Context: an optimization exercise on an open-source flow, tuned for small area and a short achievable clock period. The choices shown serve that exercise and are no tape-out recipe.
No functional check of the RTL was part of any run shown here.

## flow/design.v (module list and top-level ports; edited modules follow where they fit)
// module grad_top: 1822 lines
module grad_top (
    input  wire logic        clk,
    input  wire logic        rst,
    input  wire logic        in_valid,
    input  wire logic        sof,
    input  wire logic [7:0]  pixel,
    output logic             out_valid,
    output logic [32:0]      grad
);
  // ...
==> flow/run.sh <==
#!/bin/bash
# synth_recipe.tcl (not shown) runs the flow's synth.tcl, then flattens the netlist and writes it again
# the make line also repeats each setting of config.mk as NAME=value (left out here)
make -C /OpenROAD-flow-scripts/flow DESIGN_CONFIG=/design/flow/config.mk WORK_HOME=/design/flow/orfs CLKGATE_MAP_FILE= SYNTH_SCRIPT=/design/flow/synth_recipe.tcl finish
==> flow/config.mk <==
export PLATFORM = sky130hd
export DESIGN_NAME = grad_top
export DESIGN_NICKNAME = grad_top
export VERILOG_FILES = /design/flow/design.v
export SDC_FILE = /design/flow/constraint.sdc
export NUM_CORES = 4
export LEC_CHECK = 0
export CAP_MARGIN = 20
export CORE_MARGIN = 2
export CORE_UTILIZATION = 40
export SLEW_MARGIN = 20
==> flow/constraint.sdc <==
create_clock -name core_clock -period 26.0 [get_ports {clk}]
set_input_delay 5.2000 -clock core_clock [delete_from_list [all_inputs] [get_ports {clk}]]
set_output_delay 5.2000 -clock core_clock [all_outputs]
set_load 0.01 [all_outputs]
==> summary.txt, run 1 <==
Number of distinct library cells after synthesis: 82
GR Util met2: 0.249
Adder-Cell Fraction of Synth Area: 0.156
Worst hold stages: 0
Inserted Diodes: 0
Hold Crit Endpoint: p3_srad[6]
FMAX: 141 MHz
Initial DRC Count: 795
Final Cell Area: 33,900 um^2
Multi-input gates: 1,707
Endpoint class of the critical path: register
Area after DPL: 31,600 um^2
Status: timing/DRC/antenna clean
Final Util: 0.457
Top Usage Layer GRT: met2
Mapped Cells: 2,635
Post_cts resized: 0
Count of non-CTS inverters in the layout: 268
Largest net degree at the start of global routing: 91
Main synth FF type: dfxtp_1
Fin Hold WS: 0.319 ns
Max reg flops: 264
Total routed wirelength: 54,900 um
Drt drc: 0
Row count: 100
Worst reg2reg endpoint: p2_drem[6]
Initial Util: 0.404
First-pass GRT wire length: 92,000 um
Sum of negative setup slack: 0 ns
Bufs on Longest Clock Path: 3
Delay-heaviest family, CP: compound AO/OA/AOI/OAI gates
Max-slew headroom: 0.307
Die area: 77,300 um^2
Critical Path Source Type: register
Final antenna-violating net count: 0
==> run 2, diff against run 1 <==
--- a/flow/design.v
+++ b/flow/design.v
@@ -40,37 +40,39 @@
     end
     always_ff @(posedge clk) begin
         if (in_v) begin
             sr[0] <= in_pix;
             for (int i = 1; i < 33; i++)
                 sr[i] <= sr[i-1];
         end
     end
-    logic [7:0] vld;
+    logic [8:0] vld;
     always_ff @(posedge clk) begin
         if (!rst)
             vld <= '0;
         else
-            vld <= {vld[6:0], in_v & interior};
+            vld <= {vld[7:0], in_v & interior};
     end
-    assign out_valid = vld[7];
+    assign out_valid = vld[8];
     logic [8:0] dv, dh;
     logic [7:0] av, ah;
     assign dv = {1'b0, sr[0]}  - {1'b0, sr[32]};
     assign dh = {1'b0, sr[15]} - {1'b0, sr[17]};
     assign av = dv[8] ? 8'(-dv[7:0]) : dv[7:0];
     assign ah = dh[8] ? 8'(-dh[7:0]) : dh[7:0];
-    logic [7:0] r1_av, r1_ah, r1_dsr;
-    logic       r1_neg, r1_ovf;
+    logic [7:0] r1_av, r1_ah;
+    logic       r1_hz, r1_neg, r1_ovf;
+    logic [7:0] r1_dsr;
+    assign r1_dsr = r1_ovf ? 8'd0 : {r1_ah[7:1], r1_ah[0] | r1_hz};
     always_ff @(posedge clk) begin
         r1_av  <= av;
         r1_ah  <= ah;
-        r1_dsr <= {ah[7:1], ah[0] | (ah == 8'd0)};
-        r1_neg <= dv[8] ^ dh[8];
+        r1_hz  <= (ah == 8'd0);
+        r1_neg <= (dv[8] ^ dh[8]) && (av != 8'd0);
         r1_ovf <= (ah[7:5] == 3'd0) && (av[7:3] >= ah[4:0]) && (av != 8'd0);
     end
     logic [16:0] ssq0;
     logic sq_w1;
     logic sq_w2;
     assign sq_w1 = (r1_av[0] & r1_av[7]) ^ (r1_av[1] & r1_av[6]);
     assign sq_w2 = (r1_av[0] & r1_av[7]) & (r1_av[1] & r1_av[6]);
     logic sq_w3;
@@ -292,77 +294,66 @@
     logic [9:0] dq1_x;
     assign dq1_x = {1'b0, dq1_t} - {1'b0, {1'b0, r1_dsr}};
     assign dq1_d = dq1_x[8:0];
     assign dq1_ge = !dq1_x[9];
     logic [7:0] dq1_r;
     assign dq1_r = dq1_ge ? dq1_d[7:0] : dq1_t[7:0];
     logic [1:0] dq1_q;
     assign dq1_q = {dq0_q, dq1_ge};
+    logic [7:0] p2_drem;
+    logic [1:0] p2_dquo;
+    logic [7:0] p2_dsr;
+    logic p2_neg;
+    logic [2:0] p2_num;
+    logic [16:0] p2_srad;
+    always_ff @(posedge clk) begin
+        p2_drem <= dq1_r;
+        p2_dquo <= dq1_q;
+        p2_dsr  <= r1_dsr;
+        p2_neg  <= r1_neg;
+        p2_num  <= r1_av[2:0];
+        p2_srad <= ssq0;
+    end
     logic [8:0] dq2_t;
-    assign dq2_t = {dq1_r, r1_av[2:0][0]};
+    assign dq2_t = {p2_drem, p2_num[0]};
     logic [8:0] dq2_d;
     logic dq2_ge;
     logic [9:0] dq2_x;
-    assign dq2_x = {1'b0, dq2_t} - {1'b0, {1'b0, r1_dsr}};
+    assign dq2_x = {1'b0, dq2_t} - {1'b0, {1'b0, p2_dsr}};
     assign dq2_d = dq2_x[8:0];
     assign dq2_ge = !dq2_x[9];
     logic [7:0] dq2_r;
     assign dq2_r = dq2_ge ? dq2_d[7:0] : dq2_t[7:0];
     logic [2:0] dq2_q;
-    assign dq2_q = {dq1_q, dq2_ge};
-    logic [7:0] p2_drem;
-    logic [2:0] p2_dquo;
-    logic [7:0] p2_dsr;
-    logic p2_neg, p2_ovf;
-    logic [16:0] p2_srad;
-    always_ff @(posedge clk) begin
-        p2_drem <= dq2_r;
-        p2_dquo <= dq2_q;
-        p2_dsr  <= r1_dsr;
-        p2_neg  <= r1_neg;
-        p2_ovf  <= r1_ovf;
-        p2_srad <= ssq0;
-    end
+    assign dq2_q = {p2_dquo, dq2_ge};
     logic [8:0] dq3_t;
-    assign dq3_t = {p2_drem, 1'b0};
+    assign dq3_t = {dq2_r, 1'b0};
     logic [8:0] dq3_d;
     logic dq3_ge;
     logic [9:0] dq3_x;
     assign dq3_x = {1'b0, dq3_t} - {1'b0, {1'b0, p2_dsr}};
     assign dq3_d = dq3_x[8:0];
     assign dq3_ge = !dq3_x[9];
     logic [7:0] dq3_r;
     assign dq3_r = dq3_ge ? dq3_d[7:0] : dq3_t[7:0];
     logic [3:0] dq3_q;
-    assign dq3_q = {p2_dquo, dq3_ge};
+    assign dq3_q = {dq2_q, dq3_ge};
     logic [8:0] dq4_t;
     assign dq4_t = {dq3_r, 1'b0};
     logic [8:0] dq4_d;
     logic dq4_ge;
     logic [9:0] dq4_x;
     assign dq4_x = {1'b0, dq4_t} - {1'b0, {1'b0, p2_dsr}};
     assign dq4_d = dq4_x[8:0];
     assign dq4_ge = !dq4_x[9];
     logic [7:0] dq4_r;
     assign dq4_r = dq4_ge ? dq4_d[7:0] : dq4_t[7:0];
     logic [4:0] dq4_q;
     assign dq4_q = {dq3_q, dq4_ge};
-    logic [8:0] dq5_t;
-    assign dq5_t = {dq4_r, 1'b0};
-    logic [8:0] dq5_d;
-    logic dq5_ge;
-    logic [9:0] dq5_x;
-    assign dq5_x = {1'b0, dq5_t} - {1'b0, {1'b0, p2_dsr}};
-    assign dq5_d = dq5_x[8:0];
-    assign dq5_ge = !dq5_x[9];
-    logic [7:0] dq5_r;
-    assign dq5_r = dq5_ge ? dq5_d[7:0] : dq5_t[7:0];
-    logic [5:0] dq5_q;
-    assign dq5_q = {dq4_q, dq5_ge};
     logic [2:0] sq0_c, sq0_t;
     assign sq0_c = 3'({1'b0, p2_srad[16]});
     assign sq0_t = 3'(3'b001);
     logic [2:0] sq0_a, sq0_b;
     assign sq0_a = sq0_c;
     assign sq0_b = sq0_t;
     logic [2:0] sq0_g, sq0_p, sq0_d;
     logic [3:0] sq0_cy;
@@ -495,68 +486,55 @@
     assign sq2_d[3] = sq2_p[3] ^ sq2_cy[3];
     assign sq2_d[4] = sq2_p[4] ^ sq2_cy[4];
     assign sq2_ge = sq2_cy[5];
     logic [3:0] sq2_r;
     logic [2:0] sq2_q;
     assign sq2_r = sq2_ge ? sq2_d[3:0] : sq2_c[3:0];
     assign sq2_q = {sq1_q, sq2_ge};
     logic [7:0] p3_drem;
-    logic [5:0] p3_dquo;
+    logic [4:0] p3_dquo;
     logic [7:0] p3_dsr;
-    logic p3_neg, p3_ovf;
+    logic p3_neg;
     logic [16:0] p3_srad;
     logic [3:0] p3_srem;
     logic [2:0] p3_sroot;
     always_ff @(posedge clk) begin
-        p3_drem <= dq5_r;
-        p3_dquo <= dq5_q;
+        p3_drem <= dq4_r;
+        p3_dquo <= dq4_q;
         p3_dsr  <= p2_dsr;
         p3_neg  <= p2_neg;
-        p3_ovf  <= p2_ovf;
         p3_srad <= p2_srad;
         p3_srem  <= sq2_r;
         p3_sroot <= sq2_q;
     end
+    logic [8:0] dq5_t;
+    assign dq5_t = {p3_drem, 1'b0};
+    logic [8:0] dq5_d;
+    logic dq5_ge;
+    logic [9:0] dq5_x;
+    assign dq5_x = {1'b0, dq5_t} - {1'b0, {1'b0, p3_dsr}};
+    assign dq5_d = dq5_x[8:0];
+    assign dq5_ge = !dq5_x[9];
+    logic [7:0] dq5_r;
+    assign dq5_r = dq5_ge ? dq5_d[7:0] : dq5_t[7:0];
+    logic [5:0] dq5_q;
+    assign dq5_q = {p3_dquo, dq5_ge};
     logic [8:0] dq6_t;
-    assign dq6_t = {p3_drem, 1'b0};
+    assign dq6_t = {dq5_r, 1'b0};
     logic [8:0] dq6_d;
     logic dq6_ge;
     logic [9:0] dq6_x;
     assign dq6_x = {1'b0, dq6_t} - {1'b0, {1'b0, p3_dsr}};
     assign dq6_d = dq6_x[8:0];
     assign dq6_ge = !dq6_x[9];
     logic [7:0] dq6_r;
     assign dq6_r = dq6_ge ? dq6_d[7:0] : dq6_t[7:0];
     logic [6:0] dq6_q;
-    assign dq6_q = {p3_dquo, dq6_ge};
-    logic [8:0] dq7_t;
-    assign dq7_t = {dq6_r, 1'b0};
-    logic [8:0] dq7_d;
-    logic dq7_ge;
-    logic [9:0] dq7_x;
-    assign dq7_x = {1'b0, dq7_t} - {1'b0, {1'b0, p3_dsr}};
-    assign dq7_d = dq7_x[8:0];
-    assign dq7_ge = !dq7_x[9];
-    logic [7:0] dq7_r;
-    assign dq7_r = dq7_ge ? dq7_d[7:0] : dq7_t[7:0];
-    logic [7:0] dq7_q;
-    assign dq7_q = {dq6_q, dq7_ge};
-    logic [8:0] dq8_t;
-    assign dq8_t = {dq7_r, 1'b0};
-    logic [8:0] dq8_d;
-    logic dq8_ge;
-    logic [9:0] dq8_x;
-    assign dq8_x = {1'b0, dq8_t} - {1'b0, {1'b0, p3_dsr}};
-    assign dq8_d = dq8_x[8:0];
-    assign dq8_ge = !dq8_x[9];
-    logic [7:0] dq8_r;
-    assign dq8_r = dq8_ge ? dq8_d[7:0] : dq8_t[7:0];
-    logic [8:0] dq8_q;
-    assign dq8_q = {dq7_q, dq8_ge};
+    assign dq6_q = {dq5_q, dq6_ge};
     logic [5:0] sq3_c, sq3_t;
     assign sq3_c = 6'({p3_srem, p3_srad[11:10]});
     assign sq3_t = 6'({p3_sroot, 2'b01});
     logic [5:0] sq3_a, sq3_b;
     assign sq3_a = sq3_c;
     assign sq3_b = sq3_t;
     logic [5:0] sq3_g, sq3_p, sq3_d;
     logic [6:0] sq3_cy;
@@ -770,68 +748,67 @@
     assign sq5_d[6] = sq5_p[6] ^ sq5_cy[6];
     assign sq5_d[7] = sq5_p[7] ^ sq5_cy[7];
     assign sq5_ge = sq5_cy[8];
     logic [6:0] sq5_r;
     logic [5:0] sq5_q;
     assign sq5_r = sq5_ge ? sq5_d[6:0] : sq5_c[6:0];
     assign sq5_q = {sq4_q, sq5_ge};
     logic [7:0] p4_drem;
-    logic [8:0] p4_dquo;
+    logic [6:0] p4_dquo;
     logic [7:0] p4_dsr;
-    logic p4_neg, p4_ovf;
+    logic p4_neg;
     logic [16:0] p4_srad;
     logic [6:0] p4_srem;
     logic [5:0] p4_sroot;
     always_ff @(posedge clk) begin
-        p4_drem <= dq8_r;
-        p4_dquo <= dq8_q;
+        p4_drem <= dq6_r;
+        p4_dquo <= dq6_q;
         p4_dsr  <= p3_dsr;
         p4_neg  <= p3_neg;
-        p4_ovf  <= p3_ovf;
         p4_srad <= p3_srad;
         p4_srem  <= sq5_r;
         p4_sroot <= sq5_q;
     end
+    logic [8:0] dq7_t;
+    assign dq7_t = {p4_drem, 1'b0};
+    logic [8:0] dq7_d;
+    logic dq7_ge;
+    logic [9:0] dq7_x;
+    assign dq7_x = {1'b0, dq7_t} - {1'b0, {1'b0, p4_dsr}};
+    assign dq7_d = dq7_x[8:0];
+    assign dq7_ge = !dq7_x[9];
+    logic [7:0] dq7_r;
+    assign dq7_r = dq7_ge ? dq7_d[7:0] : dq7_t[7:0];
+    logic [7:0] dq7_q;
+    assign dq7_q = {p4_dquo, dq7_ge};
+    logic [8:0] dq8_t;
+    assign dq8_t = {dq7_r, 1'b0};
+    logic [8:0] dq8_d;
+    logic dq8_ge;
+    logic [9:0] dq8_x;
+    assign dq8_x = {1'b0, dq8_t} - {1'b0, {1'b0, p4_dsr}};
+    assign dq8_d = dq8_x[8:0];
+    assign dq8_ge = !dq8_x[9];
+    logic [7:0] dq8_r;
+    assign dq8_r = dq8_ge ? dq8_d[7:0] : dq8_t[7:0];
+    logic [8:0] dq8_q;
+    assign dq8_q = {dq7_q, dq8_ge};
     logic [8:0] dq9_t;
-    assign dq9_t = {p4_drem, 1'b0};
+    assign dq9_t = {dq8_r, 1'b0};
     logic [8:0] dq9_d;
     logic dq9_ge;
     logic [9:0] dq9_x;
     assign dq9_x = {1'b0, dq9_t} - {1'b0, {1'b0, p4_dsr}};
     assign dq9_d = dq9_x[8:0];
     assign dq9_ge = !dq9_x[9];
     logic [7:0] dq9_r;
     assign dq9_r = dq9_ge ? dq9_d[7:0] : dq9_t[7:0];
     logic [9:0] dq9_q;
-    assign dq9_q = {p4_dquo, dq9_ge};
-    logic [8:0] dq10_t;
-    assign dq10_t = {dq9_r, 1'b0};
-    logic [8:0] dq10_d;
-    logic dq10_ge;
-    logic [9:0] dq10_x;
-    assign dq10_x = {1'b0, dq10_t} - {1'b0, {1'b0, p4_dsr}};
-    assign dq10_d = dq10_x[8:0];
-    assign dq10_ge = !dq10_x[9];
-    logic [7:0] dq10_r;
-    assign dq10_r = dq10_ge ? dq10_d[7:0] : dq10_t[7:0];
-    logic [10:0] dq10_q;
-    assign dq10_q = {dq9_q, dq10_ge};
-    logic [8:0] dq11_t;
-    assign dq11_t = {dq10_r, 1'b0};
-    logic [8:0] dq11_d;
-    logic dq11_ge;
-    logic [9:0] dq11_x;
-    assign dq11_x = {1'b0, dq11_t} - {1'b0, {1'b0, p4_dsr}};
-    assign dq11_d = dq11_x[8:0];
-    assign dq11_ge = !dq11_x[9];
-    logic [7:0] dq11_r;
-    assign dq11_r = dq11_ge ? dq11_d[7:0] : dq11_t[7:0];
-    logic [11:0] dq11_q;
-    assign dq11_q = {dq10_q, dq11_ge};
+    assign dq9_q = {dq8_q, dq9_ge};
     logic [8:0] sq6_c, sq6_t;
     assign sq6_c = 9'({p4_srem, p4_srad[5:4]});
     assign sq6_t = 9'({p4_sroot, 2'b01});
     logic [8:0] sq6_a, sq6_b;
     assign sq6_a = sq6_c;
     assign sq6_b = sq6_t;
     logic [8:0] sq6_g, sq6_p, sq6_d;
     logic [9:0] sq6_cy;
@@ -1016,68 +993,55 @@
     assign sq7_d[8] = sq7_p[8] ^ sq7_cy[8];
     assign sq7_d[9] = sq7_p[9] ^ sq7_cy[9];
     assign sq7_ge = sq7_cy[10];
     logic [8:0] sq7_r;
     logic [7:0] sq7_q;
     assign sq7_r = sq7_ge ? sq7_d[8:0] : sq7_c[8:0];
     assign sq7_q = {sq6_q, sq7_ge};
     logic [7:0] p5_drem;
-    logic [11:0] p5_dquo;
+    logic [9:0] p5_dquo;
     logic [7:0] p5_dsr;
-    logic p5_neg, p5_ovf;
+    logic p5_neg;
     logic [16:0] p5_srad;
     logic [8:0] p5_srem;
     logic [7:0] p5_sroot;
     always_ff @(posedge clk) begin
-        p5_drem <= dq11_r;
-        p5_dquo <= dq11_q;
+        p5_drem <= dq9_r;
+        p5_dquo <= dq9_q;
         p5_dsr  <= p4_dsr;
         p5_neg  <= p4_neg;
-        p5_ovf  <= p4_ovf;
         p5_srad <= p4_srad;
         p5_srem  <= sq7_r;
         p5_sroot <= sq7_q;
     end
-    logic [8:0] dq12_t;
-    assign dq12_t = {p5_drem, 1'b0};
-    logic [8:0] dq12_d;
-    logic dq12_ge;
-    logic [9:0] dq12_x;
-    assign dq12_x = {1'b0, dq12_t} - {1'b0, {1'b0, p5_dsr}};
-    assign dq12_d = dq12_x[8:0];
-    assign dq12_ge = !dq12_x[9];
-    logic [7:0] dq12_r;
-    assign dq12_r = dq12_ge ? dq12_d[7:0] : dq12_t[7:0];
-    logic [12:0] dq12_q;
-    assign dq12_q = {p5_dquo, dq12_ge};
-    logic [8:0] dq13_t;
-    assign dq13_t = {dq12_r, 1'b0};
-    logic [8:0] dq13_d;
-    logic dq13_ge;
-    logic [9:0] dq13_x;
-    assign dq13_x = {1'b0, dq13_t} - {1'b0, {1'b0, p5_dsr}};
-    assign dq13_d = dq13_x[8:0];
-    assign dq13_ge = !dq13_x[9];
-    logic [7:0] dq13_r;
-    assign dq13_r = dq13_ge ? dq13_d[7:0] : dq13_t[7:0];
-    logic [13:0] dq13_q;
-    assign dq13_q = {dq12_q, dq13_ge};
-    logic [8:0] dq14_t;
-    assign dq14_t = {dq13_r, 1'b0};
-    logic [8:0] dq14_d;
-    logic dq14_ge;
-    logic [9:0] dq14_x;
-    assign dq14_x = {1'b0, dq14_t} - {1'b0, {1'b0, p5_dsr}};
-    assign dq14_d = dq14_x[8:0];
-    assign dq14_ge = !dq14_x[9];
-    logic [7:0] dq14_r;
-    assign dq14_r = dq14_ge ? dq14_d[7:0] : dq14_t[7:0];
-    logic [14:0] dq14_q;
-    assign dq14_q = {dq13_q, dq14_ge};
+    logic [8:0] dq10_t;
+    assign dq10_t = {p5_drem, 1'b0};
+    logic [8:0] dq10_d;
+    logic dq10_ge;
+    logic [9:0] dq10_x;
+    assign dq10_x = {1'b0, dq10_t} - {1'b0, {1'b0, p5_dsr}};
+    assign dq10_d = dq10_x[8:0];
+    assign dq10_ge = !dq10_x[9];
+    logic [7:0] dq10_r;
+    assign dq10_r = dq10_ge ? dq10_d[7:0] : dq10_t[7:0];
+    logic [10:0] dq10_q;
+    assign dq10_q = {p5_dquo, dq10_ge};
+    logic [8:0] dq11_t;
+    assign dq11_t = {dq10_r, 1'b0};
+    logic [8:0] dq11_d;
+    logic dq11_ge;
+    logic [9:0] dq11_x;
+    assign dq11_x = {1'b0, dq11_t} - {1'b0, {1'b0, p5_dsr}};
+    assign dq11_d = dq11_x[8:0];
+    assign dq11_ge = !dq11_x[9];
+    logic [7:0] dq11_r;
+    assign dq11_r = dq11_ge ? dq11_d[7:0] : dq11_t[7:0];
+    logic [11:0] dq11_q;
+    assign dq11_q = {dq10_q, dq11_ge};
     logic [10:0] sq8_c, sq8_t;
     assign sq8_c = 11'({p5_srem, p5_srad[1:0]});
     assign sq8_t = 11'({p5_sroot, 2'b01});
     logic [10:0] sq8_a, sq8_b;
     assign sq8_a = sq8_c;
     assign sq8_b = sq8_t;
     logic [10:0] sq8_g, sq8_p, sq8_d;
     logic [11:0] sq8_cy;
@@ -1302,68 +1266,67 @@
     assign sq9_d[10] = sq9_p[10] ^ sq9_cy[10];
     assign sq9_d[11] = sq9_p[11] ^ sq9_cy[11];
     assign sq9_ge = sq9_cy[12];
     logic [10:0] sq9_r;
     logic [9:0] sq9_q;
     assign sq9_r = sq9_ge ? sq9_d[10:0] : sq9_c[10:0];
     assign sq9_q = {sq8_q, sq9_ge};
     logic [7:0] p6_drem;
-    logic [14:0] p6_dquo;
+    logic [11:0] p6_dquo;
     logic [7:0] p6_dsr;
-    logic p6_neg, p6_ovf;
+    logic p6_neg;
     logic [16:0] p6_srad;
     logic [10:0] p6_srem;
     logic [9:0] p6_sroot;
     always_ff @(posedge clk) begin
-        p6_drem <= dq14_r;
-        p6_dquo <= dq14_q;
+        p6_drem <= dq11_r;
+        p6_dquo <= dq11_q;
         p6_dsr  <= p5_dsr;
         p6_neg  <= p5_neg;
-        p6_ovf  <= p5_ovf;
         p6_srad <= p5_srad;
         p6_srem  <= sq9_r;
         p6_sroot <= sq9_q;
     end
-    logic [8:0] dq15_t;
-    assign dq15_t = {p6_drem, 1'b0};
-    logic [8:0] dq15_d;
-    logic dq15_ge;
-    logic [9:0] dq15_x;
-    assign dq15_x = {1'b0, dq15_t} - {1'b0, {1'b0, p6_dsr}};
-    assign dq15_d = dq15_x[8:0];
-    assign dq15_ge = !dq15_x[9];
-    logic [7:0] dq15_r;
-    assign dq15_r = dq15_ge ? dq15_d[7:0] : dq15_t[7:0];
-    logic [15:0] dq15_q;
-    assign dq15_q = {p6_dquo, dq15_ge};
-    logic [8:0] dq16_t;
-    assign dq16_t = {dq15_r, 1'b0};
-    logic [8:0] dq16_d;
-    logic dq16_ge;
-    logic [9:0] dq16_x;
-    assign dq16_x = {1'b0, dq16_t} - {1'b0, {1'b0, p6_dsr}};
-    assign dq16_d = dq16_x[8:0];
-    assign dq16_ge = !dq16_x[9];
-    logic [7:0] dq16_r;
-    assign dq16_r = dq16_ge ? dq16_d[7:0] : dq16_t[7:0];
-    logic [16:0] dq16_q;
-    assign dq16_q = {dq15_q, dq16_ge};
-    logic [8:0] dq17_t;
-    assign dq17_t = {dq16_r, 1'b0};
-    logic [8:0] dq17_d;
-    logic dq17_ge;
-    logic [9:0] dq17_x;
-    assign dq17_x = {1'b0, dq17_t} - {1'b0, {1'b0, p6_dsr}};
-    assign dq17_d = dq17_x[8:0];
-    assign dq17_ge = !dq17_x[9];
-    logic [7:0] dq17_r;
-    assign dq17_r = dq17_ge ? dq17_d[7:0] : dq17_t[7:0];
-    logic [17:0] dq17_q;
-    assign dq17_q = {dq16_q, dq17_ge};
+    logic [8:0] dq12_t;
+    assign dq12_t = {p6_drem, 1'b0};
+    logic [8:0] dq12_d;
+    logic dq12_ge;
+    logic [9:0] dq12_x;
+    assign dq12_x = {1'b0, dq12_t} - {1'b0, {1'b0, p6_dsr}};
+    assign dq12_d = dq12_x[8:0];
+    assign dq12_ge = !dq12_x[9];
+    logic [7:0] dq12_r;
+    assign dq12_r = dq12_ge ? dq12_d[7:0] : dq12_t[7:0];
+    logic [12:0] dq12_q;
+    assign dq12_q = {p6_dquo, dq12_ge};
+    logic [8:0] dq13_t;
+    assign dq13_t = {dq12_r, 1'b0};
+    logic [8:0] dq13_d;
+    logic dq13_ge;
+    logic [9:0] dq13_x;
+    assign dq13_x = {1'b0, dq13_t} - {1'b0, {1'b0, p6_dsr}};
+    assign dq13_d = dq13_x[8:0];
+    assign dq13_ge = !dq13_x[9];
+    logic [7:0] dq13_r;
+    assign dq13_r = dq13_ge ? dq13_d[7:0] : dq13_t[7:0];
+    logic [13:0] dq13_q;
+    assign dq13_q = {dq12_q, dq13_ge};
+    logic [8:0] dq14_t;
+    assign dq14_t = {dq13_r, 1'b0};
+    logic [8:0] dq14_d;
+    logic dq14_ge;
+    logic [9:0] dq14_x;
+    assign dq14_x = {1'b0, dq14_t} - {1'b0, {1'b0, p6_dsr}};
+    assign dq14_d = dq14_x[8:0];
+    assign dq14_ge = !dq14_x[9];
+    logic [7:0] dq14_r;
+    assign dq14_r = dq14_ge ? dq14_d[7:0] : dq14_t[7:0];
+    logic [14:0] dq14_q;
+    assign dq14_q = {dq13_q, dq14_ge};
     logic [12:0] sq10_c, sq10_t;
     assign sq10_c = 13'({p6_srem, 2'b00});
     assign sq10_t = 13'({p6_sroot, 2'b01});
     logic [12:0] sq10_a, sq10_b;
     assign sq10_a = sq10_c;
     assign sq10_b = sq10_t;
     logic [12:0] sq10_g, sq10_p, sq10_d;
     logic [13:0] sq10_cy;
@@ -1484,19 +1447,59 @@
     assign sq10_d[10] = sq10_p[10] ^ sq10_cy[10];
     assign sq10_d[11] = sq10_p[11] ^ sq10_cy[11];
     assign sq10_d[12] = sq10_p[12] ^ sq10_cy[12];
     assign sq10_ge = sq10_cy[13];
     logic [11:0] sq10_r;
     logic [10:0] sq10_q;
     assign sq10_r = sq10_ge ? sq10_d[11:0] : sq10_c[11:0];
     assign sq10_q = {p6_sroot, sq10_ge};
+    logic [7:0] p7_drem;
+    logic [14:0] p7_dquo;
+    logic [7:0] p7_dsr;
+    logic p7_neg;
+    logic [16:0] p7_srad;
+    logic [11:0] p7_srem;
+    logic [10:0] p7_sroot;
+    always_ff @(posedge clk) begin
+        p7_drem <= dq14_r;
+        p7_dquo <= dq14_q;
+        p7_dsr  <= p6_dsr;
+        p7_neg  <= p6_neg;
+        p7_srad <= p6_srad;
+        p7_srem  <= sq10_r;
+        p7_sroot <= sq10_q;
+    end
+    logic [8:0] dq15_t;
+    assign dq15_t = {p7_drem, 1'b0};
+    logic [8:0] dq15_d;
+    logic dq15_ge;
+    logic [9:0] dq15_x;
+    assign dq15_x = {1'b0, dq15_t} - {1'b0, {1'b0, p7_dsr}};
+    assign dq15_d = dq15_x[8:0];
+    assign dq15_ge = !dq15_x[9];
+    logic [7:0] dq15_r;
+    assign dq15_r = dq15_ge ? dq15_d[7:0] : dq15_t[7:0];
+    logic [15:0] dq15_q;
+    assign dq15_q = {p7_dquo, dq15_ge};
+    logic [8:0] dq16_t;
+    assign dq16_t = {dq15_r, 1'b0};
+    logic [8:0] dq16_d;
+    logic dq16_ge;
+    logic [9:0] dq16_x;
+    assign dq16_x = {1'b0, dq16_t} - {1'b0, {1'b0, p7_dsr}};
+    assign dq16_d = dq16_x[8:0];
+    assign dq16_ge = !dq16_x[9];
+    logic [7:0] dq16_r;
+    assign dq16_r = dq16_ge ? dq16_d[7:0] : dq16_t[7:0];
+    logic [16:0] dq16_q;
+    assign dq16_q = {dq15_q, dq16_ge};
     logic [13:0] sq11_c, sq11_t;
-    assign sq11_c = 14'({sq10_r, 2'b00});
-    assign sq11_t = 14'({sq10_q, 2'b01});
+    assign sq11_c = 14'({p7_srem, 2'b00});
+    assign sq11_t = 14'({p7_sroot, 2'b01});
     logic [13:0] sq11_a, sq11_b;
     assign sq11_a = sq11_c;
     assign sq11_b = sq11_t;
     logic [13:0] sq11_g, sq11_p, sq11_d;
     logic [14:0] sq11_cy;
     logic sq11_ge;
     assign sq11_g[0] = sq11_a[0] & !sq11_b[0];
     assign sq11_p[0] = !(sq11_a[0] ^ sq11_b[0]);
@@ -1620,49 +1623,60 @@
     assign sq11_d[10] = sq11_p[10] ^ sq11_cy[10];
     assign sq11_d[11] = sq11_p[11] ^ sq11_cy[11];
     assign sq11_d[12] = sq11_p[12] ^ sq11_cy[12];
     assign sq11_d[13] = sq11_p[13] ^ sq11_cy[13];
     assign sq11_ge = sq11_cy[14];
     logic [12:0] sq11_r;
     logic [11:0] sq11_q;
     assign sq11_r = sq11_ge ? sq11_d[12:0] : sq11_c[12:0];
-    assign sq11_q = {sq10_q, sq11_ge};
-    logic [7:0] p7_drem;
-    logic [17:0] p7_dquo;
-    logic [7:0] p7_dsr;
-    logic p7_neg, p7_ovf;
-    logic [16:0] p7_srad;
-    logic [12:0] p7_srem;
-    logic [11:0] p7_sroot;
+    assign sq11_q = {p7_sroot, sq11_ge};
+    logic [7:0] p8_drem;
+    logic [16:0] p8_dquo;
+    logic [7:0] p8_dsr;
+    logic p8_neg;
+    logic [16:0] p8_srad;
+    logic [12:0] p8_srem;
+    logic [11:0] p8_sroot;
     always_ff @(posedge clk) begin
-        p7_drem <= dq17_r;
-        p7_dquo <= dq17_q;
-        p7_dsr  <= p6_dsr;
-        p7_neg  <= p6_neg;
-        p7_ovf  <= p6_ovf;
-        p7_srad <= p6_srad;
-        p7_srem  <= sq11_r;
-        p7_sroot <= sq11_q;
+        p8_drem <= dq16_r;
+        p8_dquo <= dq16_q;
+        p8_dsr  <= p7_dsr;
+        p8_neg  <= p7_neg;
+        p8_srad <= p7_srad;
+        p8_srem  <= sq11_r;
+        p8_sroot <= sq11_q;
     end
+    logic [8:0] dq17_t;
+    assign dq17_t = {p8_drem, 1'b0};
+    logic [8:0] dq17_d;
+    logic dq17_ge;
+    logic [9:0] dq17_x;
+    assign dq17_x = {1'b0, dq17_t} - {1'b0, {1'b0, p8_dsr}};
+    assign dq17_d = dq17_x[8:0];
+    assign dq17_ge = !dq17_x[9];
+    logic [7:0] dq17_r;
+    assign dq17_r = dq17_ge ? dq17_d[7:0] : dq17_t[7:0];
+    logic [17:0] dq17_q;
+    assign dq17_q = {p8_dquo, dq17_ge};
     logic [8:0] dq18_t;
-    assign dq18_t = {p7_drem, 1'b0};
+    assign dq18_t = {dq17_r, 1'b0};
     logic [8:0] dq18_d;
     logic dq18_ge;
     logic [9:0] dq18_x;
-    assign dq18_x = {1'b0, dq18_t} - {1'b0, {1'b0, p7_dsr}};
+    assign dq18_x = {1'b0, dq18_t} - {1'b0, {1'b0, p8_dsr}};
     assign dq18_d = dq18_x[8:0];
     assign dq18_ge = !dq18_x[9];
     logic [7:0] dq18_r;
     assign dq18_r = dq18_ge ? dq18_d[7:0] : dq18_t[7:0];
     logic [18:0] dq18_q;
-    assign dq18_q = {p7_dquo, dq18_ge};
+    assign dq18_q = {dq17_q, dq18_ge};
     logic [14:0] sq12_c, sq12_t;
-    assign sq12_c = 15'({p7_srem, 2'b00});
-    assign sq12_t = 15'({p7_sroot, 2'b01});
+    assign sq12_c = 15'({p8_srem, 2'b00});
+    assign sq12_t = 15'({p8_sroot, 2'b01});
     logic [14:0] sq12_a, sq12_b;
     assign sq12_a = sq12_c;
     assign sq12_b = sq12_t;
     logic [14:0] sq12_g, sq12_p, sq12_d;
     logic [15:0] sq12_cy;
     logic sq12_ge;
     assign sq12_g[0] = sq12_a[0] & !sq12_b[0];
     assign sq12_p[0] = !(sq12_a[0] ^ sq12_b[0]);
@@ -1802,24 +1816,23 @@
     assign sq12_d[11] = sq12_p[11] ^ sq12_cy[11];
     assign sq12_d[12] = sq12_p[12] ^ sq12_cy[12];
     assign sq12_d[13] = sq12_p[13] ^ sq12_cy[13];
     assign sq12_d[14] = sq12_p[14] ^ sq12_cy[14];
     assign sq12_ge = sq12_cy[15];
     logic [13:0] sq12_r;
     logic [12:0] sq12_q;
     assign sq12_r = sq12_ge ? sq12_d[13:0] : sq12_c[13:0];
-    assign sq12_q = {p7_sroot, sq12_ge};
+    assign sq12_q = {p8_sroot, sq12_ge};
     logic [18:0] q, q_low, q_neg;
     logic [19:0] tan;
     assign q = dq18_q;
     assign q_low[0] = 1'b0;
     for (genvar i = 1; i < 19; i++) begin : g_low
         assign q_low[i] = |q[i-1:0];
     end
     assign q_neg = q ^ q_low;
-    assign tan = p7_ovf ? (p7_neg ? 20'h80000 : 20'h7ffff)
-               : p7_neg ? {|q, q_neg} : {1'b0, q};
+    assign tan = p8_neg ? {1'b1, (&q) ? 19'd0 : q_neg} : {1'b0, q};
     always_ff @(posedge clk) begin
         grad <= {sq12_q, tan};
     end
 endmodule
 `default_nettype wire
==> flow/flow/run.sh (new file) <==
#!/bin/bash
# The standard layout, with the port buffers made from buf_4 cells instead of the
# resizer's default pick (a delay cell), so that the ports are not slowed down.
set -euo pipefail
export BUFFER_PORTS_ARGS="-buffer_cell sky130_fd_sc_hd__buf_4"
bash standard.sh > standard.log 2>&1
==> flow/standard.sh (new file) <==
#!/bin/bash
# synth_recipe.tcl (not shown) runs the flow's synth.tcl, then flattens the netlist and writes it again
# the make line also repeats each setting of config.mk as NAME=value (left out here)
make -C /OpenROAD-flow-scripts/flow DESIGN_CONFIG=/design/flow/config.mk WORK_HOME=/design/flow/orfs CLKGATE_MAP_FILE= SYNTH_SCRIPT=/design/flow/synth_recipe.tcl "${@:-finish}"
==> flow/config.mk (replaced) <==
export PLATFORM = sky130hd
export DESIGN_NAME = grad_top
export DESIGN_NICKNAME = grad_top
export VERILOG_FILES = /design/flow/design.v
export SDC_FILE = /design/flow/constraint.sdc
export NUM_CORES = 4
export LEC_CHECK = 0
export CAP_MARGIN = 20
export CORE_MARGIN = 2
export CORE_UTILIZATION = 65
export CTS_CLUSTER_DIAMETER = 80
export CTS_CLUSTER_SIZE = 25
export SLEW_MARGIN = 20
removed: flow/run.sh
==> summary.txt, run 2 <==
#FFs+latches synth: 666
Final Worst Setup Slack: 19.49 ns
Top Usage Layer GRT: met2
Final Cycle Share: 0.250
Final min period: 6.51 ns
Fraction of registers with async set or reset after synthesis: 0
Die width: 220 um
Worst min path class: register to register
DR vias/cell: 5.48
Drt drc: 0 (unchanged)
Worst reg2reg startpoint: p2_dsr[1]
Max reg flops: 264 (unchanged)
Number of distinct library cells after synthesis: 74 (-9.8%)
RSZ-0062 raised after global routing: no
Slew Viols, Final: 0
GRT overflow: 0
Final hold vios: 0
Worst-Skew Late Latency: 0.57 ns
CTS Sinks: 666
Final Util: 0.706 (+0.249)
Main synth FF type: dfxtp_1
R2R Setup Slk: 19.49 ns
Register cell area after layout: 16,000 um^2
H-tree Lvls: 2
IO Port Bufs: 45
Synth cell count leaders: dfxtp_1 (402), inv_1 (266), edfxtp_1 (264)
Crit path largest cell delay: 0.61 ns
Total routed wirelength: 50,500 um (-8.0%)
CP endpoint: p3_drem[5]
Total CTS buffers: 38
GR Util met2: 0.377 (+0.129)
Synthesis-to-finish area growth: 7.55%
Sequential area share after synthesis: 0.525
Drt wl/cell: 15.3 um
Met1 Use GR: 0.272
CTS Root Cell: clkbuf_16
Critical Path RT: 26.47 ns
Endpoint class of the critical path: register
Commonest non-fill, non-tap cells in the layout: dfxtp_1 (401), inv_1 (266), edfxtp_1 (264), ha_1 (260), nor2_1 (163)
Final Setup Violations: 0
Post-CTS Setup Inserts: 0
Placed Instances: 3,224
Final antenna-violating net count: 0 (unchanged)
Bufs on Longest Clock Path: 3 (unchanged)
CP max-delay cell: a2111oi_4
Sum of negative setup slack: 0 ns (unchanged)
Mapped Avg Cell Area: 11.7 um^2
Post_cts resized: 0 (unchanged)
Gr usage total: 0.212
Final Cell Area: 32,700 um^2 (-3.5%)
Row count: 79 (-21%)
Leading area contributor after synthesis: dfxtp_1
Worst reg2reg endpoint: p3_drem[5]
# fillers: 3,310
Share of cells above drive strength 1: 0.0909
Most frequent CP cell: o21ai_0
Nets: 3,003
Vias post-DR: 18,000
Commonest non-fill, non-tap cell in the layout: dfxtp_1
Fin Hold WS: 0.310 ns (-0.00892 ns)
GP Congestion: 0.894
Worst slew pin tran: 0.891 ns
Maxcap violations: 0
Post-Syn Area: 30,400 um^2
Reg2Reg Depth: 27
Post-synth EDFFs: 264
Largest regs: sr: 264 flops, grad: 33 flops
Die area: 48,600 um^2 (-37%)
Worst setup startpoint: p2_dsr[1]
Initial antenna violation count: 1
Initial DRC Count: 856 (+7.7%)
Most common cell in the synthesized netlist: dfxtp_1
Critical Path AT: 6.98 ns
Core box area: 46,400 um^2
Status: timing/DRC/antenna clean
Top cells by area, synth: dfxtp_1 (26%), edfxtp_1 (26%), ha_1 (11%), fa_1 (4.9%), mux2_2 (3.7%)
Area after DPL: 31,500 um^2 (-0.36%)
Setup CP Type: register to register
Post-Syn Nets: 2,940
First-pass GRT wire length: 83,700 um (-8.9%)
Largest net degree at the start of global routing: 74 (-19%)
Yosys Warn Count: 2
Critical Path Source Type: register
Yosys top cell area share: 0.264
Chip height: 220 um
HPWL after DPL: 37,300 um
Dpl ws: 19.49 ns
Multi-input gate area: 13,300 um^2
Ports: 46
Hold_buf cts: 0
First drt pass iteration count: 5
Inserted Diodes: 0 (unchanged)
Final cell count without fillers: 3,291
Met3 usage: 0.0253
CP max FO: 12
CTS clk-pin slew, worst paths: 0.09 ns
Top reg by flops: sr
CTS tree: done
Vias in the first global route: 17,900
Initial Util: 0.657 (+0.253)
Clock Skews: 0.0227 ns
Mapped Cells: 2,594 (-1.6%)
FMAX: 154 MHz (+8.7%)
Max-slew headroom: 0.406 (+0.0993)
## run 2: worst min path at each step
stage / depth (start not counted) / start / endpoint
2_1_floorplan: 0 / r1_neg / p2_neg
3_3_place_gp: 0 / p3_srad[5] / p4_srad[5]
3_5_place_dp: 0 / p4_dquo[1] / p5_dquo[4]
4_1_cts: 0 / p4_dquo[6] / p5_dquo[9]
5_1_grt: 0 / p4_dquo[6] / p5_dquo[9]
6_report: 0 / p4_dquo[6] / p5_dquo[9]
## run 2: kinds of logic (layout without fill, tap and decap cells)
kind of cell    after synthesis  count (layout)  synth area share
other cells                   1               1          0.000123
xor+xnor                    167             167            0.0481
flops                       666             666             0.525
buf+inv                     298             388            0.0375
compound gates              471             471             0.100
fa+ha+maj                   334             334             0.156
mux                         131             131            0.0486
simple gates                526             526            0.0849
## run 2: critical path, delay by kind of cell, from the launching register on
family | cells | cell delay (ns)
compound gates | 16 | 3.67
fa+ha+maj | 3 | 0.86
buf+inv | 3 | 0.40
flops | 1 | 0.41
mux | 2 | 0.68
simple gates | 3 | 0.37
## run 2: layout make-up
class / count / area share
inverters: 269 / 0.0308
clock inverters: 16 / 0.00608
flip-flops and latches: 666 / 0.488
repair buffers: 52 / 0.0119
well taps: 607 / 0.0232
clock buffers: 51 / 0.0328
multi-input cells: 1630 / 0.407
## run 2: routing by layer
metal / routed length, um / vias up
met5: 0 / -
met4: 1050 / 0
met3: 1400 / 66
met2: 25300 / 218
met1: 22800 / 8652
li1: - / 9083
==> run 3, diff against run 2 <==
--- a/flow/config.mk
+++ b/flow/config.mk
@@ -10,4 +10,4 @@
 export CORE_UTILIZATION = 65
-export CTS_CLUSTER_DIAMETER = 80
-export CTS_CLUSTER_SIZE = 25
+export CTS_CLUSTER_DIAMETER = 90
+export CTS_CLUSTER_SIZE = 30
 export SLEW_MARGIN = 20
==> summary.txt, run 3 <==
First-pass GRT wire length: 82,800 um (-1.1%)
Worst min path class: register to register
Final antenna-violating net count: 0 (unchanged)
Setup CP Type: register to register
HPWL after DPL: 37,300 um (unchanged)
Share of cells above drive strength 1: 0.0855 (-0.00545)
#FFs+latches synth: 666 (unchanged)
Mapped Cells: 2,594 (unchanged)
Hold_buf cts: 0 (unchanged)
Total CTS buffers: 29 (-24%)
Initial DRC Count: 870 (+1.6%)
Max reg flops: 264 (unchanged)
WP buf/inv: 3 (unchanged)
Post-Syn Nets: 2,940 (unchanged)
GP Congestion: 0.894 (unchanged)
Yosys Warn Count: 2 (unchanged)
Fraction of registers with async set or reset after synthesis: 0 (unchanged)
Inserted Diodes: 0 (unchanged)
Vias post-DR: 17,900 (-0.70%)
Drt wl/cell: 15.2 um (-1.1%)
Final Cell Area: 32,400 um^2 (-1.1%)
GRT overflow: 0 (unchanged)
Top reg by flops: sr
Ports: 46 (unchanged)
Critical Path RT: 26.51 ns (+0.04 ns)
Initial Util: 0.657 (unchanged)
Post-synth EDFFs: 264 (unchanged)
Commonest non-fill, non-tap cells in the layout: dfxtp_1 (401), inv_1 (266), edfxtp_1 (264), ha_1 (260), nor2_1 (163)
Vias in the first global route: 17,800 (-0.42%)
Post-Syn Area: 30,400 um^2 (unchanged)
Synth cell count leaders: dfxtp_1 (402), inv_1 (266), edfxtp_1 (264)
Final min period: 6.52 ns (+0.00650 ns)
Main synth FF type: dfxtp_1
CTS Sinks: 666 (unchanged)
RSZ-0062 raised after global routing: no
Nets: 2,994 (-0.30%)
Sequential area share after synthesis: 0.525 (unchanged)
Gr usage total: 0.207 (-0.00445)
Status: timing/DRC/antenna clean
Leading area contributor after synthesis: dfxtp_1
Total routed wirelength: 49,700 um (-1.6%)
Yosys top cell area share: 0.264 (unchanged)
Crit path largest cell delay: 0.61 ns (about the same)
Critical Path Source Type: register
Initial antenna violation count: 0 (-1)
Post_cts resized: 0 (unchanged)
Final Setup Violations: 0 (unchanged)
CTS clk-pin slew, worst paths: 0.11 ns (+0.02 ns)
Maxcap violations: 0 (unchanged)
Drt drc: 0 (unchanged)
Worst slew pin tran: 0.920 ns (+0.0293 ns)
Row count: 79 (unchanged)
H-tree Lvls: 1 (-1)
Chip height: 220 um (unchanged)
Largest net degree at the start of global routing: 74 (unchanged)
Core box area: 46,400 um^2 (unchanged)
Most common cell in the synthesized netlist: dfxtp_1
Commonest non-fill, non-tap cell in the layout: dfxtp_1
Sum of negative setup slack: 0 ns (unchanged)
CTS Root Cell: clkbuf_16
Endpoint class of the critical path: register
Number of distinct library cells after synthesis: 74 (unchanged)
Most frequent CP cell: o21ai_0
Critical Path AT: 7.03 ns (+0.05 ns)
Area after DPL: 31,500 um^2 (unchanged)
Max-slew headroom: 0.386 (-0.0195)
Final hold vios: 0 (unchanged)
First drt pass iteration count: 5 (unchanged)
Delay-heaviest family, CP: compound AO/OA/AOI/OAI gates
# fillers: 3,341 (+0.94%)
CP max-delay cell: a2111oi_4
Synthesis-to-finish area growth: 6.40%
Top cells by area, synth: dfxtp_1 (26%), edfxtp_1 (26%), ha_1 (11%), fa_1 (4.9%), mux2_2 (3.7%)
Clock Skews: 0.0207 ns (-0.00200 ns)
Largest regs: sr: 264 flops, grad: 33 flops
CP max FO: 12 (unchanged)
Slew Viols, Final: 0 (unchanged)
DR vias/cell: 5.46 (-0.21%)
Bufs on Longest Clock Path: 3 (unchanged)
Die area: 48,600 um^2 (unchanged)
Mapped Avg Cell Area: 11.7 um^2 (unchanged)
Post-CTS Setup Inserts: 0 (unchanged)
Worst-Skew Late Latency: 0.61 ns (+0.04 ns)
Die width: 220 um (unchanged)
CTS tree: done
FMAX: 153 MHz (about the same)
Final Cycle Share: 0.251 (about the same)
IO Port Bufs: 45 (unchanged)
-- run 3: cell count changes in the layout (fill, tap and decap cells not counted) --
| cell | change |
|---|---|
| clkbuf_16 | -12 |
| inv_16 | +1 |
| inv_2 | -1 |
| inv_8 | -1 |
| clkinv_16 | -1 |
| clkinv_8 | -1 |
| clkbuf_8 | +1 |
| clkinvlp_4 | +1 |
| clkinv_2 | -3 |
| inv_12 | +1 |
| bufinv_16 | -1 |
-- run 3: metrics by stage --
stage	utilization	std cells	setup WS (ns)	hold slack, ns
floorplan	-	2594	18.90	0.310
global placement	0.679	3224	19.59	0.310
detailed placement	0.679	3224	19.49	0.312
CTS	0.698	3275	19.44	0.326
global route	0.699	3275	18.76	0.328
finish	0.699	3275	19.48	0.323
-- run 3: cell type report --
cell class              count  area [um^2]  share of cell area
multi-input cells        1630        13300               0.411
clock inverters            11          136             0.00421
flip-flops and latches    666        16000               0.493
repair buffers             52          390              0.0121
inverters                 269         1010              0.0312
clock buffers              40          787              0.0243
well taps                 607          759              0.0235
-- run 3: routing by layer --
metal | up-vias | track usage | wire [um]
met2 | 179 | 0.371 | 24600
li1 | 9068 | - | -
met5 | - | 0 | 0
met3 | 61 | 0.0197 | 1150
met1 | 8585 | 0.272 | 22900
met4 | 0 | 0.0503 | 1020
-- run 3: final timing paths --
kind,from,endpoint,slack [ns],cells past startpoint
max,p2_dsr[1],p3_drem[5],19.48,27
min,p7_dquo[6],p8_dquo[8],0.32,0
max reg2reg,p2_dsr[1],p3_drem[5],19.48,27
min reg2reg,p7_dquo[6],p8_dquo[8],0.32,0
-- run 3: cell families (layout without fill, tap and decap cells) --
group / Yosys count / after routing / share of synthesized area
AOI/OAI and AO/OA: 471 / 471 / 0.100
xor gates and xnor gates: 167 / 167 / 0.0481
adders and majority gates: 334 / 334 / 0.156
buffers and inverters: 298 / 372 / 0.0375
DFF: 666 / 666 / 0.525
muxes: 131 / 131 / 0.0486
other: 1 / 1 / 0.000123
and+or+nand+nor: 526 / 526 / 0.0849

==> afterwards: timing with drivers on the ports <==
The flow's constraints put no driver on any port. The routed layouts listed below were extracted and timed again, unchanged, in two steps. Step 1 sets driving cells, clkbuf_16 on the clock port and buf_2 on the other inputs (assumed; they add their load-dependent delay and slew). Step 2 moves the port delays by t, midway between the first and last clock arrival at a register: inputs arrive t later, outputs are due t later. That takes back most of the time a late clock gives input paths. a / b / c = ideal / step 1 / step 2; a / b = the first two.
run	shift t [ns]	slack for setup (ns)	clock arrival spread, ns
run 1	0.661	18.920 / 18.920 / 18.920	0.026 / 0.026
run 2	0.623	19.489 / 19.489 / 19.489	0.025 / 0.025
run 3	0.655	19.482 / 19.482 / 19.482	0.028 / 0.028
After both steps setup and hold are still met in every run listed.
